Source: an optimization exercise on an open RTL-to-GDS flow (aim: small area, a short achievable clock period and few clock cycles per item). Production flows keep margins and buffers that such runs may drop.

==> inputs of job 9158 <==
## bch_decoder
module bch_decoder (
	input                      clk,
	input                      rstn,
	input                      i_set,
	input  [1:0]               i_code,
	input  [8-1:0]   i_data,
	output                     o_ready,
	output                     o_finish,
	output [8-1:0]    o_odata
);
	logic       syn_valid;
	logic       syn_take;
	logic [7:0] s1;
	logic [7:0] s3;
	logic       is63;
	bch_syndrome u_syndrome (
		.clk     (clk),
		.rstn    (rstn),
		.i_set   (i_set),
		.i_code  (i_code),
		.i_data  (i_data),
		.o_ready (o_ready),
		.o_valid (syn_valid),
		.i_take  (syn_take),
		.o_s1    (s1),
		.o_s3    (s3),
		.o_is63  (is63)
	);
	bch_berlekamp u_solver (
		.clk      (clk),
		.rstn     (rstn),
		.i_valid  (syn_valid),
		.o_take   (syn_take),
		.i_s1     (s1),
		.i_s3     (s3),
		.i_is63   (is63),
		.o_finish (o_finish),
		.o_odata  (o_odata)
	);
endmodule
==> module bch_berlekamp, before the edit <==
module bch_berlekamp (
	input                          clk,
	input                          rstn,
	input                          i_valid,
	output                         o_take,
	input  [7:0]                   i_s1,
	input  [7:0]                   i_s3,
	input                          i_is63,
	output logic                   o_finish,
	output [8-1:0]        o_odata
);
	logic       s_idle, s_a, s_b, s_c, s_e1, s_e2, s_add, s_sort, s_o0, s_o1;
	logic [2:0] j_q;
	logic       is63_q;
	logic [7:0] z_q;
	logic [7:0] r_q;
	logic [7:0] a_q;
	logic       sel_q;
	logic       first_q;
	logic       hit;
	logic [4:0] gi;
	logic       zero;
	logic       found;
	logic [7:0] l;
	logic [7:0] z_step;
	logic [7:0] r_sq;
	logic [7:0] r_exp;
	logic [1:0] a_bits;
	logic       b_last;
	logic [7:0] y;
	logic [7:0] s1_red;
	logic [7:0] s3_red;
	logic [7:0] add_in;
	logic [8:0] sum0;
	logic [8:0] sum1;
	logic [7:0] p;
	logic       load;
	bch_chien u_search (
		.i_z    (z_q),
		.i_is63 (is63_q),
		.o_hit  (hit),
		.o_i    (gi)
	);
	assign zero = (z_q == 8'd0);
	assign found = hit || zero;
	always_comb begin
		if (zero) begin
			l = 8'd255;
		end else if (is63_q && bch_pkg::Q63 == 2) begin
			l = {2'b00, gi, j_q[0]};
		end else begin
			l = {gi, j_q};
		end
	end
	always_comb begin
		if (is63_q) begin
			a_bits = {a_q[3'd5 - {j_q[1:0], 1'b0}], a_q[3'd4 - {j_q[1:0], 1'b0}]};
			r_sq = bch_pkg::lin(r_q, bch_pkg::M_SQ_63);
			y = bch_pkg::lin(r_q, bch_pkg::M_LT_63) ^ bch_pkg::L1_63;
			b_last = (j_q == 3'd2);
		end else begin
			a_bits = {a_q[3'd7 - {j_q[1:0], 1'b0}], a_q[3'd6 - {j_q[1:0], 1'b0}]};
			r_sq = bch_pkg::lin(r_q, bch_pkg::M_SQ_255);
			y = bch_pkg::lin(r_q, bch_pkg::M_LT_255) ^ bch_pkg::L1_255;
			b_last = (j_q == 3'd3);
		end
		r_exp = a_bits[0] ? bch_pkg::div_x3(is63_q, r_sq) : r_sq;
		if (a_bits[1]) r_exp = bch_pkg::div_x3(is63_q, bch_pkg::div_x3(is63_q, r_exp));
		z_step = bch_pkg::div_a(is63_q, z_q);
		if (i_is63) begin
			s1_red = bch_pkg::lin(i_s1, bch_pkg::M_R1_63);
			s3_red = bch_pkg::lin(i_s3, bch_pkg::M_R3_63);
		end else begin
			s1_red = i_s1;
			s3_red = i_s3;
		end
	end
	always_comb begin
		add_in = first_q ? r_q : z_q;
		sum0 = {1'b0, a_q} + {1'b0, add_in};
		sum1 = {1'b0, a_q} + {1'b0, add_in} + 9'd1;
		if (is63_q) begin
			p = sum1[6] ? {2'b00, sum1[5:0]} : sum0[7:0];
		end else begin
			p = sum1[8] ? sum1[7:0] : sum0[7:0];
		end
	end
	assign load = (s_idle || s_o1) && i_valid;
	logic [7:0] z_d;
	logic [7:0] r_d;
	always_comb begin
		z_d = ({8{load}} & s1_red) | ({8{s_c}} & y) | ({8{s_add}} & p);
		if (s_a) z_d = z_d | (zero ? 8'd255 : z_step);
		if (s_e1) z_d = z_d | (found ? (y ^ 8'd1) : z_step);
		if (s_e2) z_d = z_d | (found ? l : z_step);
		r_d = ({8{load}} & s3_red) | ({8{s_a}}) | ({8{s_b}} & r_exp) | ({8{first_q}} & p);
		if (s_e1) r_d = l;
	end
	assign o_take = load;
	always_ff @(posedge clk or negedge rstn) begin
		if (!rstn) begin
			s_idle <= 1'b1;
			s_a <= 1'b0;
			s_b <= 1'b0;
			s_c <= 1'b0;
			s_e1 <= 1'b0;
			s_e2 <= 1'b0;
			s_add <= 1'b0;
			s_sort <= 1'b0;
			s_o0 <= 1'b0;
			s_o1 <= 1'b0;
			o_finish <= 1'b0;
		end else begin
			s_idle <= (s_idle || s_o1) && !i_valid;
			s_a <= load || (s_a && !found);
			s_b <= (s_a && hit && !zero) || (s_b && !b_last);
			s_c <= s_b && b_last;
			s_e1 <= s_c || (s_e1 && !found);
			s_e2 <= (s_e1 && found) || (s_e2 && !found);
			s_add <= s_e2 && found;
			s_sort <= s_add;
			s_o0 <= s_sort || (s_a && zero);
			s_o1 <= s_o0;
			o_finish <= s_sort || (s_a && zero) || s_o0;
		end
	end
	always_ff @(posedge clk) begin
		if (load || s_c || (s_b ? b_last : found)) begin
			j_q <= '0;
		end else begin
			j_q <= j_q + 3'd1;
		end
		first_q <= s_e1 && found;
		if (load) begin
			is63_q <= i_is63;
		end
		if (s_a && hit) begin
			a_q <= l;
		end
		if (load || s_a || s_c || s_e1 || s_e2 || s_add) begin
			z_q <= z_d;
		end
		if (load || (s_a && zero) || s_b || (s_e1 && found) || (first_q && r_q != 8'd255)) begin
			r_q <= r_d;
		end
		if (s_sort) begin
			sel_q <= !(r_q < z_q);
		end else if (s_o0) begin
			sel_q <= !sel_q;
		end
	end
	assign o_odata = sel_q ? z_q : r_q;
endmodule
Settings: LEC_CHECK=0, CAP_MARGIN=20, CORE_MARGIN=2, CORE_UTILIZATION=40, SLEW_MARGIN=20; clock period 10.0 ns.
standard.sh (not shown) runs the stock make flow with config.mk's settings and CLKGATE_MAP_FILE= SYNTH_SCRIPT=/design/flow/synth_recipe.tcl, a recipe that flattens the netlist after the stock synthesis.
==> flow/flow/run.sh <==
#!/bin/bash
# Standard layout, with timing repair aiming for 6 ns of setup slack at the
# 10 ns clock, so the paths are optimised for a shorter achieved period.
set -euo pipefail
bash standard.sh SETUP_SLACK_MARGIN=6 finish > make_finish.log 2>&1
==> inputs of job 8251, as changes to job 9158 <==
--- a/flow/design.v
+++ b/flow/design.v
@@ -4,5 +4,5 @@
 	localparam logic [63:0] M_A3_63 = 64'h092f3c1e0f2c160b;  
 	localparam logic [63:0] M_R3_63 = 64'h2e17201008040201;  
-	localparam logic [63:0] M_SQ_63 = 64'h00002b121e0b1001;  
+	localparam logic [63:0] M_SQ_63 = 64'h00002c0b17100401;  
 	localparam logic [63:0] M_LT_63 = 64'h0000141e341c143a;  
 	localparam logic [7:0]  L1_63   = 8'h3a;  
@@ -14,5 +14,5 @@
 	localparam logic [63:0] M_A3_255 = 64'hfe7f844221abee77;  
 	localparam logic [63:0] M_R3_255 = 64'h8040201008040201;  
-	localparam logic [63:0] M_SQ_255 = 64'hcb46918b42771001;  
+	localparam logic [63:0] M_SQ_255 = 64'h7f42ab7740100401;  
 	localparam logic [63:0] M_LT_255 = 64'hf61002642a242cd6;  
 	localparam logic [7:0]  L1_255   = 8'hd6;  
@@ -20,5 +20,4 @@
 	localparam int          NPOW_255 = 32;  
 	localparam logic [255:0] POW_255 = 256'h1b2cf712c3511c8295e3fce649a84f853b810dd9fefd655f5d466a9d8f4c1d01;
-	localparam int Q63 = 8;
 	function automatic logic [7:0] lin(input logic [7:0] x, input logic [63:0] m);
 		lin = '0;
@@ -108,5 +107,8 @@
 	output [8-1:0]        o_odata
 );
-	logic       s_idle, s_a, s_b, s_c, s_e1, s_e2, s_add, s_sort, s_o0, s_o1;
+	typedef enum logic [3:0] {
+		ST_IDLE, ST_A, ST_B, ST_C, ST_E1, ST_E2, ST_ADD, ST_SORT, ST_O0, ST_O1
+	} st_e;
+	st_e        st_q;
 	logic [2:0] j_q;
 	logic       is63_q;
@@ -124,5 +126,5 @@
 	logic [7:0] r_sq;
 	logic [7:0] r_exp;
-	logic [1:0] a_bits;
+	logic       a_bit;
 	logic       b_last;
 	logic [7:0] y;
@@ -130,6 +132,5 @@
 	logic [7:0] s3_red;
 	logic [7:0] add_in;
-	logic [8:0] sum0;
-	logic [8:0] sum1;
+	logic [8:0] sum;
 	logic [7:0] p;
 	logic       load;
@@ -142,27 +143,18 @@
 	assign zero = (z_q == 8'd0);
 	assign found = hit || zero;
-	always_comb begin
-		if (zero) begin
-			l = 8'd255;
-		end else if (is63_q && bch_pkg::Q63 == 2) begin
-			l = {2'b00, gi, j_q[0]};
-		end else begin
-			l = {gi, j_q};
-		end
-	end
+	assign l = zero ? 8'd255 : {gi, j_q};
 	always_comb begin
 		if (is63_q) begin
-			a_bits = {a_q[3'd5 - {j_q[1:0], 1'b0}], a_q[3'd4 - {j_q[1:0], 1'b0}]};
+			a_bit = a_q[3'd5 - j_q];
 			r_sq = bch_pkg::lin(r_q, bch_pkg::M_SQ_63);
 			y = bch_pkg::lin(r_q, bch_pkg::M_LT_63) ^ bch_pkg::L1_63;
-			b_last = (j_q == 3'd2);
+			b_last = (j_q == 3'd5);
 		end else begin
-			a_bits = {a_q[3'd7 - {j_q[1:0], 1'b0}], a_q[3'd6 - {j_q[1:0], 1'b0}]};
+			a_bit = a_q[3'd7 - j_q];
 			r_sq = bch_pkg::lin(r_q, bch_pkg::M_SQ_255);
 			y = bch_pkg::lin(r_q, bch_pkg::M_LT_255) ^ bch_pkg::L1_255;
-			b_last = (j_q == 3'd3);
+			b_last = (j_q == 3'd7);
 		end
-		r_exp = a_bits[0] ? bch_pkg::div_x3(is63_q, r_sq) : r_sq;
-		if (a_bits[1]) r_exp = bch_pkg::div_x3(is63_q, bch_pkg::div_x3(is63_q, r_exp));
+		r_exp = a_bit ? bch_pkg::div_x3(is63_q, r_sq) : r_sq;
 		z_step = bch_pkg::div_a(is63_q, z_q);
 		if (i_is63) begin
@@ -175,74 +167,79 @@
 	end
 	always_comb begin
-		add_in = first_q ? r_q : z_q;
-		sum0 = {1'b0, a_q} + {1'b0, add_in};
-		sum1 = {1'b0, a_q} + {1'b0, add_in} + 9'd1;
+		add_in = (st_q == ST_E2) ? r_q : z_q;
+		sum = {1'b0, a_q} + {1'b0, add_in};
 		if (is63_q) begin
-			p = sum1[6] ? {2'b00, sum1[5:0]} : sum0[7:0];
+			p = (sum >= 9'd63) ? 8'(sum - 9'd63) : sum[7:0];
 		end else begin
-			p = sum1[8] ? sum1[7:0] : sum0[7:0];
+			p = (sum >= 9'd255) ? 8'(sum - 9'd255) : sum[7:0];
 		end
 	end
-	assign load = (s_idle || s_o1) && i_valid;
-	logic [7:0] z_d;
-	logic [7:0] r_d;
-	always_comb begin
-		z_d = ({8{load}} & s1_red) | ({8{s_c}} & y) | ({8{s_add}} & p);
-		if (s_a) z_d = z_d | (zero ? 8'd255 : z_step);
-		if (s_e1) z_d = z_d | (found ? (y ^ 8'd1) : z_step);
-		if (s_e2) z_d = z_d | (found ? l : z_step);
-		r_d = ({8{load}} & s3_red) | ({8{s_a}}) | ({8{s_b}} & r_exp) | ({8{first_q}} & p);
-		if (s_e1) r_d = l;
-	end
+	assign load = (st_q == ST_IDLE || st_q == ST_O1) && i_valid;
 	assign o_take = load;
 	always_ff @(posedge clk or negedge rstn) begin
 		if (!rstn) begin
-			s_idle <= 1'b1;
-			s_a <= 1'b0;
-			s_b <= 1'b0;
-			s_c <= 1'b0;
-			s_e1 <= 1'b0;
-			s_e2 <= 1'b0;
-			s_add <= 1'b0;
-			s_sort <= 1'b0;
-			s_o0 <= 1'b0;
-			s_o1 <= 1'b0;
+			st_q <= ST_IDLE;
 			o_finish <= 1'b0;
 		end else begin
-			s_idle <= (s_idle || s_o1) && !i_valid;
-			s_a <= load || (s_a && !found);
-			s_b <= (s_a && hit && !zero) || (s_b && !b_last);
-			s_c <= s_b && b_last;
-			s_e1 <= s_c || (s_e1 && !found);
-			s_e2 <= (s_e1 && found) || (s_e2 && !found);
-			s_add <= s_e2 && found;
-			s_sort <= s_add;
-			s_o0 <= s_sort || (s_a && zero);
-			s_o1 <= s_o0;
-			o_finish <= s_sort || (s_a && zero) || s_o0;
+			case (st_q)
+				ST_IDLE: if (i_valid) st_q <= ST_A;
+				ST_A: begin
+					if (zero) st_q <= ST_O0;
+					else if (hit) st_q <= ST_B;
+				end
+				ST_B: if (b_last) st_q <= ST_C;
+				ST_C: st_q <= ST_E1;
+				ST_E1: if (found) st_q <= ST_E2;
+				ST_E2: if (found) st_q <= ST_ADD;
+				ST_ADD: st_q <= ST_SORT;
+				ST_SORT: st_q <= ST_O0;
+				ST_O0: st_q <= ST_O1;
+				ST_O1: st_q <= i_valid ? ST_A : ST_IDLE;
+				default: st_q <= ST_IDLE;
+			endcase
+			o_finish <= (st_q == ST_SORT) || (st_q == ST_O0) || (st_q == ST_A && zero);
 		end
 	end
 	always_ff @(posedge clk) begin
-		if (load || s_c || (s_b ? b_last : found)) begin
+		if (load || st_q == ST_C || (st_q == ST_B ? b_last : found)) begin
 			j_q <= '0;
 		end else begin
 			j_q <= j_q + 3'd1;
 		end
-		first_q <= s_e1 && found;
+		first_q <= (st_q == ST_E1);
 		if (load) begin
 			is63_q <= i_is63;
 		end
-		if (s_a && hit) begin
+		if (st_q == ST_A && hit) begin
 			a_q <= l;
 		end
-		if (load || s_a || s_c || s_e1 || s_e2 || s_add) begin
-			z_q <= z_d;
-		end
-		if (load || (s_a && zero) || s_b || (s_e1 && found) || (first_q && r_q != 8'd255)) begin
-			r_q <= r_d;
+		case (st_q)
+			ST_A: begin
+				if (zero) begin
+					z_q <= 8'd255;
+				end else if (!hit) begin
+					z_q <= z_step;
+				end
+			end
+			ST_C: z_q <= y;
+			ST_E1: z_q <= found ? (y ^ 8'd1) : z_step;
+			ST_E2: z_q <= found ? l : z_step;
+			ST_ADD: z_q <= p;
+			default: ;
+		endcase
+		case (st_q)
+			ST_A: if (zero) r_q <= 8'd255;
+			ST_B: r_q <= r_exp;
+			ST_E1: if (found) r_q <= l;
+			ST_E2: if (first_q && r_q != 8'd255) r_q <= p;
+			default: ;
+		endcase
+		if (load) begin
+			z_q <= s1_red;
+			r_q <= s3_red;
 		end
-		if (s_sort) begin
+		if (st_q == ST_SORT) begin
 			sel_q <= !(r_q < z_q);
-		end else if (s_o0) begin
+		end else if (st_q == ST_O0) begin
 			sel_q <= !sel_q;
 		end
==> flow/flow/run.sh (replaced) <==
#!/bin/bash
# Standard layout, with timing repair aiming for 7 ns of setup slack at the
# 10 ns clock, so the paths are optimised for a shorter achieved period.
set -euo pipefail
bash standard.sh SETUP_SLACK_MARGIN=7 finish > make_finish.log 2>&1
==> inputs of job 3922, as changes to job 9158 <==
--- a/flow/design.v
+++ b/flow/design.v
@@ -4,5 +4,5 @@
 	localparam logic [63:0] M_A3_63 = 64'h092f3c1e0f2c160b;  
 	localparam logic [63:0] M_R3_63 = 64'h2e17201008040201;  
-	localparam logic [63:0] M_SQ_63 = 64'h00002b121e0b1001;  
+	localparam logic [63:0] M_SQ_63 = 64'h00002c0b17100401;  
 	localparam logic [63:0] M_LT_63 = 64'h0000141e341c143a;  
 	localparam logic [7:0]  L1_63   = 8'h3a;  
@@ -14,5 +14,5 @@
 	localparam logic [63:0] M_A3_255 = 64'hfe7f844221abee77;  
 	localparam logic [63:0] M_R3_255 = 64'h8040201008040201;  
-	localparam logic [63:0] M_SQ_255 = 64'hcb46918b42771001;  
+	localparam logic [63:0] M_SQ_255 = 64'h7f42ab7740100401;  
 	localparam logic [63:0] M_LT_255 = 64'hf61002642a242cd6;  
 	localparam logic [7:0]  L1_255   = 8'hd6;  
@@ -20,5 +20,4 @@
 	localparam int          NPOW_255 = 32;  
 	localparam logic [255:0] POW_255 = 256'h1b2cf712c3511c8295e3fce649a84f853b810dd9fefd655f5d466a9d8f4c1d01;
-	localparam int Q63 = 8;
 	function automatic logic [7:0] lin(input logic [7:0] x, input logic [63:0] m);
 		lin = '0;
@@ -108,5 +107,8 @@
 	output [8-1:0]        o_odata
 );
-	logic       s_idle, s_a, s_b, s_c, s_e1, s_e2, s_add, s_sort, s_o0, s_o1;
+	typedef enum logic [3:0] {
+		ST_IDLE, ST_A, ST_B, ST_C, ST_E1, ST_E2, ST_ADD, ST_SORT, ST_O0, ST_O1
+	} st_e;
+	st_e        st_q;
 	logic [2:0] j_q;
 	logic       is63_q;
@@ -124,5 +126,5 @@
 	logic [7:0] r_sq;
 	logic [7:0] r_exp;
-	logic [1:0] a_bits;
+	logic       a_bit;
 	logic       b_last;
 	logic [7:0] y;
@@ -130,6 +132,5 @@
 	logic [7:0] s3_red;
 	logic [7:0] add_in;
-	logic [8:0] sum0;
-	logic [8:0] sum1;
+	logic [8:0] sum;
 	logic [7:0] p;
 	logic       load;
@@ -142,27 +143,18 @@
 	assign zero = (z_q == 8'd0);
 	assign found = hit || zero;
-	always_comb begin
-		if (zero) begin
-			l = 8'd255;
-		end else if (is63_q && bch_pkg::Q63 == 2) begin
-			l = {2'b00, gi, j_q[0]};
-		end else begin
-			l = {gi, j_q};
-		end
-	end
+	assign l = zero ? 8'd255 : {gi, j_q};
 	always_comb begin
 		if (is63_q) begin
-			a_bits = {a_q[3'd5 - {j_q[1:0], 1'b0}], a_q[3'd4 - {j_q[1:0], 1'b0}]};
+			a_bit = a_q[3'd5 - j_q];
 			r_sq = bch_pkg::lin(r_q, bch_pkg::M_SQ_63);
 			y = bch_pkg::lin(r_q, bch_pkg::M_LT_63) ^ bch_pkg::L1_63;
-			b_last = (j_q == 3'd2);
+			b_last = (j_q == 3'd5);
 		end else begin
-			a_bits = {a_q[3'd7 - {j_q[1:0], 1'b0}], a_q[3'd6 - {j_q[1:0], 1'b0}]};
+			a_bit = a_q[3'd7 - j_q];
 			r_sq = bch_pkg::lin(r_q, bch_pkg::M_SQ_255);
 			y = bch_pkg::lin(r_q, bch_pkg::M_LT_255) ^ bch_pkg::L1_255;
-			b_last = (j_q == 3'd3);
+			b_last = (j_q == 3'd7);
 		end
-		r_exp = a_bits[0] ? bch_pkg::div_x3(is63_q, r_sq) : r_sq;
-		if (a_bits[1]) r_exp = bch_pkg::div_x3(is63_q, bch_pkg::div_x3(is63_q, r_exp));
+		r_exp = a_bit ? bch_pkg::div_x3(is63_q, r_sq) : r_sq;
 		z_step = bch_pkg::div_a(is63_q, z_q);
 		if (i_is63) begin
@@ -175,74 +167,79 @@
 	end
 	always_comb begin
-		add_in = first_q ? r_q : z_q;
-		sum0 = {1'b0, a_q} + {1'b0, add_in};
-		sum1 = {1'b0, a_q} + {1'b0, add_in} + 9'd1;
+		add_in = (st_q == ST_E2) ? r_q : z_q;
+		sum = {1'b0, a_q} + {1'b0, add_in};
 		if (is63_q) begin
-			p = sum1[6] ? {2'b00, sum1[5:0]} : sum0[7:0];
+			p = (sum >= 9'd63) ? 8'(sum - 9'd63) : sum[7:0];
 		end else begin
-			p = sum1[8] ? sum1[7:0] : sum0[7:0];
+			p = (sum >= 9'd255) ? 8'(sum - 9'd255) : sum[7:0];
 		end
 	end
-	assign load = (s_idle || s_o1) && i_valid;
-	logic [7:0] z_d;
-	logic [7:0] r_d;
-	always_comb begin
-		z_d = ({8{load}} & s1_red) | ({8{s_c}} & y) | ({8{s_add}} & p);
-		if (s_a) z_d = z_d | (zero ? 8'd255 : z_step);
-		if (s_e1) z_d = z_d | (found ? (y ^ 8'd1) : z_step);
-		if (s_e2) z_d = z_d | (found ? l : z_step);
-		r_d = ({8{load}} & s3_red) | ({8{s_a}}) | ({8{s_b}} & r_exp) | ({8{first_q}} & p);
-		if (s_e1) r_d = l;
-	end
+	assign load = (st_q == ST_IDLE || st_q == ST_O1) && i_valid;
 	assign o_take = load;
 	always_ff @(posedge clk or negedge rstn) begin
 		if (!rstn) begin
-			s_idle <= 1'b1;
-			s_a <= 1'b0;
-			s_b <= 1'b0;
-			s_c <= 1'b0;
-			s_e1 <= 1'b0;
-			s_e2 <= 1'b0;
-			s_add <= 1'b0;
-			s_sort <= 1'b0;
-			s_o0 <= 1'b0;
-			s_o1 <= 1'b0;
+			st_q <= ST_IDLE;
 			o_finish <= 1'b0;
 		end else begin
-			s_idle <= (s_idle || s_o1) && !i_valid;
-			s_a <= load || (s_a && !found);
-			s_b <= (s_a && hit && !zero) || (s_b && !b_last);
-			s_c <= s_b && b_last;
-			s_e1 <= s_c || (s_e1 && !found);
-			s_e2 <= (s_e1 && found) || (s_e2 && !found);
-			s_add <= s_e2 && found;
-			s_sort <= s_add;
-			s_o0 <= s_sort || (s_a && zero);
-			s_o1 <= s_o0;
-			o_finish <= s_sort || (s_a && zero) || s_o0;
+			case (st_q)
+				ST_IDLE: if (i_valid) st_q <= ST_A;
+				ST_A: begin
+					if (zero) st_q <= ST_O0;
+					else if (hit) st_q <= ST_B;
+				end
+				ST_B: if (b_last) st_q <= ST_C;
+				ST_C: st_q <= ST_E1;
+				ST_E1: if (found) st_q <= ST_E2;
+				ST_E2: if (found) st_q <= ST_ADD;
+				ST_ADD: st_q <= ST_SORT;
+				ST_SORT: st_q <= ST_O0;
+				ST_O0: st_q <= ST_O1;
+				ST_O1: st_q <= i_valid ? ST_A : ST_IDLE;
+				default: st_q <= ST_IDLE;
+			endcase
+			o_finish <= (st_q == ST_SORT) || (st_q == ST_O0) || (st_q == ST_A && zero);
 		end
 	end
 	always_ff @(posedge clk) begin
-		if (load || s_c || (s_b ? b_last : found)) begin
+		if (load || st_q == ST_C || (st_q == ST_B ? b_last : found)) begin
 			j_q <= '0;
 		end else begin
 			j_q <= j_q + 3'd1;
 		end
-		first_q <= s_e1 && found;
+		first_q <= (st_q == ST_E1);
 		if (load) begin
 			is63_q <= i_is63;
 		end
-		if (s_a && hit) begin
+		if (st_q == ST_A && hit) begin
 			a_q <= l;
 		end
-		if (load || s_a || s_c || s_e1 || s_e2 || s_add) begin
-			z_q <= z_d;
-		end
-		if (load || (s_a && zero) || s_b || (s_e1 && found) || (first_q && r_q != 8'd255)) begin
-			r_q <= r_d;
+		case (st_q)
+			ST_A: begin
+				if (zero) begin
+					z_q <= 8'd255;
+				end else if (!hit) begin
+					z_q <= z_step;
+				end
+			end
+			ST_C: z_q <= y;
+			ST_E1: z_q <= found ? (y ^ 8'd1) : z_step;
+			ST_E2: z_q <= found ? l : z_step;
+			ST_ADD: z_q <= p;
+			default: ;
+		endcase
+		case (st_q)
+			ST_A: if (zero) r_q <= 8'd255;
+			ST_B: r_q <= r_exp;
+			ST_E1: if (found) r_q <= l;
+			ST_E2: if (first_q && r_q != 8'd255) r_q <= p;
+			default: ;
+		endcase
+		if (load) begin
+			z_q <= s1_red;
+			r_q <= s3_red;
 		end
-		if (s_sort) begin
+		if (st_q == ST_SORT) begin
 			sel_q <= !(r_q < z_q);
-		end else if (s_o0) begin
+		end else if (st_q == ST_O0) begin
 			sel_q <= !sel_q;
 		end
==> flow/run.sh (new file) <==
#!/bin/bash
# synth_recipe.tcl (not shown) runs the flow's synth.tcl, then flattens the netlist and writes it again
# the make line also repeats each setting of config.mk as NAME=value (left out here)
make -C /OpenROAD-flow-scripts/flow DESIGN_CONFIG=/design/flow/config.mk WORK_HOME=/design/flow/orfs CLKGATE_MAP_FILE= SYNTH_SCRIPT=/design/flow/synth_recipe.tcl finish
--- a/flow/config.mk
+++ b/flow/config.mk
@@ -6,6 +6,8 @@
 export NUM_CORES = 4
 export LEC_CHECK = 0
+export ABC_CLOCK_PERIOD_IN_PS = 10000
 export CAP_MARGIN = 20
 export CORE_MARGIN = 2
 export CORE_UTILIZATION = 40
+export SETUP_SLACK_MARGIN = 5
 export SLEW_MARGIN = 20
removed: flow/flow/run.sh
removed: flow/standard.sh
==> results.py <==
metrics = {
    "run_status": {
        "outcome": "finished clean",
    },
    "cells_and_area": {
        "antenna_cells": 1,
    },
    "yosys": {
        "yosys.area_share.adder_pct": 5.77,
    },
    "critical_path": {
        "path_class": "reg -> reg",
    },
    "timing": {
        "worst_pin_slew_ns": 0.980,
    },
}
the above is filed under job 8251

==> results.py <==
metrics = {
    "timing": {
        "worst_pin_slew_ns": 1.01,
    },
    "cells_and_area": {
        "antenna_cells": 0,
    },
    "yosys": {
        "yosys.area_share.adder_pct": 5.59,
    },
    "critical_path": {
        "path_class": "reg -> out",
    },
    "run_status": {
        "outcome": "finished clean",
    },
}
the above is filed under job 9158

==> results.py <==
metrics = {
    "run_status": {
        "outcome": "finished clean",
    },
    "floorplanning": {
        "n_tap_cell": 216,
    },
    "timing": {
        "worst_pin_slew_ns": 1.12,
        "finalSetupViolCount": 0,
    },
    "critical_path": {
        "path_class": "reg -> out",
    },
    "yosys": {
        "yosys.area_share.adder_pct": 5.77,
    },
    "cells_and_area": {
        "antenna_cells": 0,
    },
}
the above is filed under job 3922

Function was not checked in any run of this note: the RTL went through the layout flow alone.

[separate check: timing with driven ports]
In the flow no input, the clock included, has a driving cell. The finished layouts below were timed again as built, in two steps. Step 1 assumes that a clkbuf_16 drives the clock port and a buf_2 every other input. Step 2 also shifts input and output timing later by t, the mid clock arrival at the registers, as if the neighbouring blocks saw the same clock. a / b / c = ideal ports / drivers / drivers and shift; a / b = the first two.
run | t (ns) | slack for setup (ns) | slew at the worst register clock pin (ns)
job 9158 | 0.369 | 6.080 / 6.046 / 6.185 | 0.06 / 0.06
job 8251 | 0.380 | 6.088 / 6.088 / 6.088 | 0.05 / 0.05
job 3922 | 0.381 | 5.364 / 5.324 / 5.366 | 0.05 / 0.05
After both steps every run listed still meets setup and hold.
